This is an optimization exercise on Yosys and OpenROAD, whose aim is small area, not a production implementation.
RTL that was checked went through simulation tests only; none was proved equivalent to the original.
The flow treats the clock pin as an ideal source, which a real chip does not have.
Power figures rest on the tool's default switching activity, not on a simulated workload.

==> inputs of v29 <==
==> flow/design.v <==
package lcf_pkg;
  localparam logic [3:0] FUNC_TICK       = 4'd0;
  localparam logic [3:0] FUNC_CONNECT    = 4'd1;
  localparam logic [3:0] FUNC_ACCEPT     = 4'd2;
  localparam logic [3:0] FUNC_DISCONNECT = 4'd3;
  localparam logic [3:0] FUNC_DISC_ACK   = 4'd4;
  localparam logic [3:0] FUNC_REMOTE     = 4'd5;
  localparam logic [3:0] FUNC_FORCE      = 4'd6;
  localparam logic [3:0] FUNC_ACTIVITY   = 4'd7;
  localparam logic [3:0] FUNC_RESET      = 4'd8;
endpackage
module link_connection_fsm_top (
  input  logic        clk,
  input  logic        rst,
  input  logic        in_valid,
  output logic        in_stall,
  input  logic [38:0] in_data,
  output logic        out_valid,
  input  logic        out_stall,
  output logic [44:0] out_data,
  input  logic        cfg_valid,
  output logic        cfg_ready,
  input  logic [3:0]  cfg_index,
  input  logic [31:0] cfg_data
);
  function automatic logic geq16(input logic [15:0] a, input logic [15:0] b);
    logic g;
    g = 1'b1;
    for (int i = 0; i < 16; i++) g = (a[i] & ~b[i]) | (~(a[i] ^ b[i]) & g);
    geq16 = g;
  endfunction
  function automatic logic geq8(input logic [7:0] a, input logic [7:0] b);
    logic g;
    g = 1'b1;
    for (int i = 0; i < 8; i++) g = (a[i] & ~b[i]) | (~(a[i] ^ b[i]) & g);
    geq8 = g;
  endfunction
  logic [15:0] ct_lo, dt_lo, ht_lo;    
  logic [7:0]  maxr;
  assign cfg_ready = 1'b1;
  wire        lim_big = |cfg_data[31:16];
  wire [15:0] lim_enc = lim_big ? 16'd0 : {cfg_data[15:1], cfg_data[0] | ~(|cfg_data[15:1])};
  wire [15:0] wd_100  = rst ? 16'd100  : lim_enc;
  wire [15:0] wd_1000 = rst ? 16'd1000 : lim_enc;
  wire [7:0]  wd_3    = rst ? 8'd3     : cfg_data[7:0];
  wire        we_ct = rst || (cfg_valid && cfg_index == 4'd0);
  wire        we_dt = rst || (cfg_valid && cfg_index == 4'd1);
  wire        we_ht = rst || (cfg_valid && cfg_index == 4'd2);
  wire        we_mr = rst || (cfg_valid && cfg_index == 4'd3);
  always_ff @(posedge clk) begin
    if (we_ct) ct_lo <= wd_100;
    if (we_dt) dt_lo <= wd_100;
    if (we_ht) ht_lo <= wd_1000;
    if (we_mr) maxr <= wd_3;
  end
  logic       held_valid;
  logic [3:0] h_func;
  logic       take;
  assign in_stall = held_valid && !take;
  wire   accept   = in_valid && !in_stall;
  always_ff @(posedge clk) begin
    if (rst) held_valid <= 1'b0;
    else if (!in_stall) held_valid <= in_valid;
    if (!in_stall) h_func <= in_data[38:35];
  end
  logic [1:0]  st;         
  logic [15:0] tmr;        
  logic [2:0]  reason;
  logic [31:0] uid;        
  logic        r_sc;
  logic [1:0]  r_k;        
  wire [7:0] retry = uid[7:0];
  wire [2:0] frsn  = tmr[2:0];
  assign take = held_valid && (!out_valid || !out_stall);
  wire f_tick = (h_func == 4'd0);
  wire f_conn = (h_func == 4'd1);
  wire f_acc  = (h_func == 4'd2);
  wire f_disc = (h_func == 4'd3);
  wire f_dack = (h_func == 4'd4);
  wire f_rem  = (h_func == 4'd5);
  wire f_forc = (h_func == 4'd6);
  wire f_act  = (h_func == 4'd7);
  wire f_rst  = (h_func == 4'd8);
  wire f_bad  = h_func[3] && (h_func[2:0] != 3'd0);
  wire s_disc    = (st == 2'd0);
  wire s_conning = (st == 2'd1);
  wire s_conn    = (st == 2'd2);
  wire s_discing = (st == 2'd3);
  wire uid_ld = accept && (in_data[38:35] == 4'd2) && !st[1] && !(held_valid && f_acc);
  wire rsn_ld = accept && (in_data[38:35] == 4'd6);
  logic [15:0] lim;
  always_comb begin
    if (!st[1])     lim = ct_lo;
    else if (st[0]) lim = dt_lo;
    else            lim = ht_lo;
  end
  wire [16:0] tmr_p1 = {1'b0, tmr} + 17'd1;
  wire        hit    = (|lim) && geq16(tmr, lim);
  wire        rfull  = geq8(retry, maxr);
  wire t_hit   = f_tick && hit && !s_disc;
  wire t_retry = t_hit && s_conning && !rfull;
  wire t_fail  = t_hit && s_conning && rfull;       
  wire t_hb    = t_hit && s_conn;                   
  wire t_dto   = t_hit && s_discing;                
  wire v_conn = f_conn && s_disc;
  wire v_acc  = f_acc  && s_conning;
  wire v_disc = f_disc && s_conn;
  wire v_dack = f_dack && s_discing;
  wire v_rem  = f_rem  && !s_disc;
  wire v_forc = f_forc && !s_disc;
  wire invalid = (f_conn && !s_disc) || (f_acc && !s_conning) || (f_disc && !s_conn) ||
                 (f_dack && !s_discing) || (f_rem && s_disc) || f_bad;
  wire to_disc = t_fail || t_hb || t_dto || v_dack || v_rem || v_forc || (f_rst && !s_disc);
  wire sc      = to_disc || v_conn || v_acc || v_disc;
  logic [1:0] st_n;
  always_comb begin
    st_n = st;
    if (to_disc)     st_n = 2'd0;
    else if (v_conn) st_n = 2'd1;
    else if (v_acc)  st_n = 2'd2;
    else if (v_disc) st_n = 2'd3;
  end
  logic       rs_we;
  logic [2:0] rs_n;
  always_comb begin
    rs_we = 1'b1;
    rs_n  = 3'd0;
    if (t_fail)               rs_n = 3'd4;
    else if (t_hb)            rs_n = 3'd3;
    else if (t_dto || v_dack) rs_n = 3'd1;
    else if (v_rem)           rs_n = 3'd2;
    else if (v_forc)          rs_n = frsn;
    else if (v_conn || f_rst) rs_n = 3'd0;
    else rs_we = 1'b0;
  end
  wire tm_count = f_tick && !hit;
  wire tm_we = (f_tick || !(invalid || (f_act && !s_conn))) && !(tm_count && tmr_p1[16]);
  wire [15:0] tmr_n = tm_count ? tmr_p1[15:0] : 16'd1;
  wire rt_we = s_disc || t_retry;
  wire [7:0] retry_n = s_disc ? 8'd0 : retry + 8'd1;
  always_ff @(posedge clk) begin
    if (rst) begin
      st        <= 2'd0;
      reason    <= 3'd0;
      out_valid <= 1'b0;
    end else if (take) begin
      st        <= st_n;
      if (rs_we) reason <= rs_n;
      out_valid <= 1'b1;
    end else if (!out_stall) begin
      out_valid <= 1'b0;
    end
    if (rsn_ld)              tmr[2:0]  <= in_data[2:0];
    else if (take && tm_we)  tmr[2:0]  <= tmr_n[2:0];
    if (take && tm_we)       tmr[15:3] <= tmr_n[15:3];
    if (uid_ld)              uid[7:0]  <= in_data[10:3];
    else if (take && rt_we)  uid[7:0]  <= retry_n;
    if (uid_ld)              uid[31:8] <= in_data[34:11];
    if (take) begin
      r_sc     <= sc;
      r_k[1]   <= invalid || t_fail || t_hb || t_dto;
      r_k[0]   <= t_retry || t_dto || v_dack || v_rem || v_forc;
    end
  end
  assign out_data[44]    = !r_sc && r_k[1];
  assign out_data[43]    = r_sc && r_k[1];
  assign out_data[42]    = r_k[0] && (r_k[1] || !r_sc);
  assign out_data[41:40] = st;
  assign out_data[39:8]  = uid & {32{st[1]}};
  assign out_data[7]     = st[1];
  assign out_data[6:4]   = reason;
  assign out_data[3]     = r_sc && (st == 2'd2);
  assign out_data[2]     = r_sc && (r_k != 2'd0);
  assign out_data[1]     = r_sc && r_k == 2'd2 && reason[2];
  assign out_data[0]     = r_sc;
endmodule
==> flow/flow/run.sh <==
#!/bin/bash
# The standard ORFS layout with these changes:
#  - synthesis maps the logic with an area-oriented ABC script
#    (flow/synth_area.tcl, flow/area.abc); everything else in it is
#    synth_recipe.tcl's;
#  - port buffers use the smallest buffer cell;
#  - clock tree synthesis uses clkbuf_4 and no dummy loads, and then
#    flow/post_cts.tcl upsizes any clock buffer whose flip-flop clock pins
#    would see a slow edge.
# Floorplan, power grid, taps, placement and routing are the standard flow's.
set -euo pipefail
here=$(pwd)
export AREA_ABC_SCRIPT=$here/flow/area.abc
export BUFFER_PORTS_ARGS="-buffer_cell sky130_fd_sc_hd__buf_1"
export CTS_ARGS="-sink_clustering_enable -repair_clock_nets -dont_use_dummy_load -buf_list sky130_fd_sc_hd__clkbuf_4"
export POST_CTS_TCL=$here/flow/post_cts.tcl
# synthesis: standard.sh's make command with our synthesis script
sed "s#SYNTH_SCRIPT=[^ ]*#SYNTH_SCRIPT=$here/flow/synth_area.tcl#" standard.sh > synth_area.sh
bash synth_area.sh synth > synth.log 2>&1
# the rest of the standard flow
bash standard.sh > standard_flow.log 2>&1
==> flow/flow/area.abc <==
strash
ifraig
dc2
balance
rewrite
refactor
balance
rewrite
rewrite -z
balance
refactor -z
rewrite -z
balance
dch -f
amap
==> flow/flow/post_cts.tcl <==
# Upsize clock buffers whose flip-flop clock pins would see a slow edge
# (placement-estimated slew over 105 ps), then legalize again.
set cts_sizes {sky130_fd_sc_hd__clkbuf_2 sky130_fd_sc_hd__clkbuf_4 sky130_fd_sc_hd__clkbuf_8 sky130_fd_sc_hd__clkbuf_16}
proc cts_pin_slew_ps {pin} {
  set worst 0
  foreach edge {rise fall} {
    foreach a {min max} {
      set s [expr {[sta::time_ui_sta [get_property $pin slew_${a}_$edge]] * 1e12}]
      if {$s > $worst} { set worst $s }
    }
  }
  return $worst
}
set cts_reg_pins {}
foreach p [all_registers -clock_pins -edge_triggered] { dict set cts_reg_pins [get_full_name $p] 1 }
for {set pass 0} {$pass < 3} {incr pass} {
  estimate_parasitics -placement
  set changed 0
  foreach inst [get_cells *] {
    set i [lsearch -exact $cts_sizes [get_property $inst ref_name]]
    if {$i < 0 || $i == [llength $cts_sizes] - 1} { continue }
    set worst 0
    foreach out [get_pins -of_objects $inst -filter "direction==output"] {
      foreach p [get_pins -of_objects [get_nets -of_objects $out] -filter "direction==input"] {
        if {![dict exists $cts_reg_pins [get_full_name $p]]} { continue }
        set s [cts_pin_slew_ps $p]
        if {$s > $worst} { set worst $s }
      }
    }
    if {$worst > 105} {
      puts "post_cts: [get_full_name $inst] [get_property $inst ref_name] -> [lindex $cts_sizes [expr {$i + 1}]] (sink slew [format %.1f $worst] ps)"
      replace_cell $inst [lindex $cts_sizes [expr {$i + 1}]]
      incr changed
    }
  }
  if {$changed == 0} { break }
}
estimate_parasitics -placement
detailed_placement
check_placement -verbose
==> flow/flow/synth_area.tcl <==
# The standard synthesis (synth_recipe.tcl), with one change: ABC maps the
# logic with an area-oriented script (flow/area.abc) instead of ORFS's speed
# script. Registers are mapped before ABC runs, so they are the standard
# synthesis's, with the same names and cells.
proc synth {args} { yosys synth -nofsm -noshare {*}$args }
proc abc {args} {
  set i [lsearch -exact $args -script]
  if {$i >= 0} { lset args [expr {$i + 1}] $::env(AREA_ABC_SCRIPT) }
  yosys abc {*}$args
}
source $::env(SCRIPTS_DIR)/synth.tcl
# left out here: clear keep_hierarchy, flatten, clean up, hide names made inside functions, write 1_2_yosys.v
==> flow/standard.sh <==
#!/bin/bash
# synth_recipe.tcl (not shown) runs the flow's synth.tcl, then flattens the netlist and writes it again
# the make line also repeats each setting of config.mk as NAME=value (left out here)
make -C /OpenROAD-flow-scripts/flow DESIGN_CONFIG=/design/flow/config.mk WORK_HOME=/design/flow/orfs CLKGATE_MAP_FILE= SYNTH_SCRIPT=/design/flow/synth_recipe.tcl "${@:-finish}"
==> flow/config.mk <==
export PLATFORM = sky130hd
export DESIGN_NAME = link_connection_fsm_top
export DESIGN_NICKNAME = link_connection_fsm_top
export VERILOG_FILES = /design/flow/design.v
export SDC_FILE = /design/flow/constraint.sdc
export NUM_CORES = 4
export LEC_CHECK = 0
export CAP_MARGIN = 20
export CORE_MARGIN = 2
export CORE_UTILIZATION = 40
export SLEW_MARGIN = 20
==> flow/constraint.sdc <==
create_clock -name core_clock -period 6.0 [get_ports {clk}]
set_input_delay 1.2000 -clock core_clock [delete_from_list [all_inputs] [get_ports {clk}]]
set_output_delay 1.2000 -clock core_clock [all_outputs]
set_load 0.01 [all_outputs]
==> v18 (differences from v29) <==
--- a/flow/design.v
+++ b/flow/design.v
@@ -28,3 +28,3 @@
     g = 1'b1;
-    for (int i = 0; i < 16; i++) g = (a[i] & ~b[i]) | (~(a[i] ^ b[i]) & g);
+    for (int i = 0; i < 16; i++) g = (a[i] & ~b[i]) | ((a[i] | ~b[i]) & g);
     geq16 = g;
@@ -34,3 +34,3 @@
     g = 1'b1;
-    for (int i = 0; i < 8; i++) g = (a[i] & ~b[i]) | (~(a[i] ^ b[i]) & g);
+    for (int i = 0; i < 8; i++) g = (a[i] & ~b[i]) | ((a[i] | ~b[i]) & g);
     geq8 = g;
--- a/flow/flow/area.abc
+++ b/flow/flow/area.abc
@@ -13,3 +13,3 @@
 balance
-dch -f
+dch
 amap
--- a/flow/config.mk
+++ b/flow/config.mk
@@ -9,3 +9,3 @@
 export CORE_MARGIN = 2
-export CORE_UTILIZATION = 40
+export CORE_UTILIZATION = 55
 export SLEW_MARGIN = 20
==> v14 (differences from v29) <==
--- a/flow/design.v
+++ b/flow/design.v
@@ -28,3 +28,3 @@
     g = 1'b1;
-    for (int i = 0; i < 16; i++) g = (a[i] & ~b[i]) | (~(a[i] ^ b[i]) & g);
+    for (int i = 0; i < 16; i++) g = (a[i] & ~b[i]) | ((a[i] | ~b[i]) & g);
     geq16 = g;
@@ -34,3 +34,3 @@
     g = 1'b1;
-    for (int i = 0; i < 8; i++) g = (a[i] & ~b[i]) | (~(a[i] ^ b[i]) & g);
+    for (int i = 0; i < 8; i++) g = (a[i] & ~b[i]) | ((a[i] | ~b[i]) & g);
     geq8 = g;
--- a/flow/flow/area.abc
+++ b/flow/flow/area.abc
@@ -13,3 +13,3 @@
 balance
-dch -f
+dch
 amap
--- a/flow/config.mk
+++ b/flow/config.mk
@@ -10,2 +10,3 @@
 export CORE_UTILIZATION = 40
+export PLACE_DENSITY = 0.85
 export SLEW_MARGIN = 20
==> v6 (differences from v29) <==
--- a/flow/design.v
+++ b/flow/design.v
@@ -28,3 +28,3 @@
     g = 1'b1;
-    for (int i = 0; i < 16; i++) g = (a[i] & ~b[i]) | (~(a[i] ^ b[i]) & g);
+    for (int i = 0; i < 16; i++) g = (a[i] & ~b[i]) | ((a[i] | ~b[i]) & g);
     geq16 = g;
@@ -34,3 +34,3 @@
     g = 1'b1;
-    for (int i = 0; i < 8; i++) g = (a[i] & ~b[i]) | (~(a[i] ^ b[i]) & g);
+    for (int i = 0; i < 8; i++) g = (a[i] & ~b[i]) | ((a[i] | ~b[i]) & g);
     geq8 = g;
--- a/flow/flow/area.abc
+++ b/flow/flow/area.abc
@@ -15 +15,4 @@
 amap
+strash
+dch -f
+amap
==> key figures <==
Setup path
  – Worst R2R Setup Slack: 0.51 ns
  – Critical Path Max Stage Delay: 0.40 ns

Logic synthesis
  – Post-Syn Instances: between 400 and 500
  – Synth Net Count: 602

Global routing
  – Antenna violations before repair: 0

Layout
  – Inverters: 55

Status
  – Status: complete, no violations

Clocking
  – Clock latency (worst-skew pair): 0.52 ns

Placed design
  – Placed insts: 797

Route
  – WL met2: 6058 um
(the above is from v29)
==> key figures <==
Status
  – Status: complete, no violations

Route
  – Vias per inst: 5.462
  – WL met2: between 6000 and 7000 um

Placed design
  – Placed insts: 781

Layout
  – Inverters: 50
  – ClkCell Share: 2.216%
  – Max reg flops: 32

Clocking
  – Clock latency (worst-skew pair): between 0.5 and 0.6 ns

Logic synthesis
  – Synth Net Count: around 560
  – Number of enable flip-flop cells after synthesis: 111
  – Post-Syn Instances: 482

Setup path
  – Worst R2R Setup Slack: around 0.55 ns
  – Critical Path Max Stage Delay: 0.45 ns
  – Worst path required time: 6.38 ns

STA
  – Slew Limit Headroom: 38.98%

Global routing
  – Antenna violations before repair: 1
(the above is from v14)
==> key figures <==
Status
  – Status: complete, no violations

Logic synthesis
  – Post-Syn Instances: 482

Layout
  – Fillers: 800
  – Inverters: 50

Clocking
  – Clock latency (worst-skew pair): 0.53 ns

Global routing
  – Antenna violations before repair: 0
  – Overflow after GRT: 0

Route
  – WL met2: 5769 um

Setup path
  – Worst R2R Setup Slack: 0.45 ns
  – Critical Path Max Stage Delay: 0.53 ns

Placed design
  – Placed insts: 736
(the above is from v18)
==> key figures <==
Layout
  – Post-route cell area: 6330 um2
  – Inverters: 53
  – Fillers: 1256

Route
  – WL met2: 5785 um
  – Drt pass-1 iters: 8

Setup path
  – CP Depth: 35
  – Worst R2R Setup Slack: roughly 0.73 ns
  – Critical Path Max Stage Delay: 0.53 ns

Die
  – Die width: 120.6 um
  – # IOs: 128
  – Well Taps: 176

Logic synthesis
  – Synth Net Count: 576
  – Syn Area/Cell: 11.01 um2
  – Post-synthesis sequential area ratio: ~64%

Pwr
  – Reg power frac: 66.2%

Global routing
  – Met3 Use GR: 4.009%
  – Antenna violations before repair: 1

Clocking
  – Clock slew at reported path FFs: 0.07 ns
  – Clock latency (worst-skew pair): 0.51 ns

STA
  – F_max: 0.1898 GHz

Status
  – Status: complete, no violations
(the above is from v6)
Only the layout flow was run in v29; the RTL was not checked for function there.

[afterwards: timing with drivers on the ports]
The flow's constraints put no driver on any port. The routed layouts listed below were extracted and timed again, unchanged, in two steps.
Step 1 sets driving cells, clkbuf_16 on the clock port and buf_2 on the other inputs (assumed; they add their load-dependent delay and slew).
Step 2 times the ports against the registers' clock, not the clock port: input delays grow and output delays shrink by t, the midpoint of the rising clock arrivals with the driver on.
a / b / c = ideal / step 1 / step 2; a / b = the first two.
| run | shift t [ns] | setup WS [ns] | worst hold slack (ns) |
|---|---|---|---|
| v29 | 0.538 | 0.510 / 0.510 / 0.510 | 0.481 / 0.481 / 0.481 |
| v18 | 0.549 | 0.449 / 0.448 / 0.448 | 0.512 / 0.512 / 0.512 |
| v14 | 0.530 | 0.554 / 0.554 / 0.554 | 0.484 / 0.484 / 0.484 |
| v6 | 0.529 | 0.732 / 0.732 / 0.732 | 0.509 / 0.509 / 0.509 |
After both steps every run listed still meets setup and hold. The setup slack of v18, which loses most, moves by -0.001 ns with the drivers and by -0.001 ns with both steps.
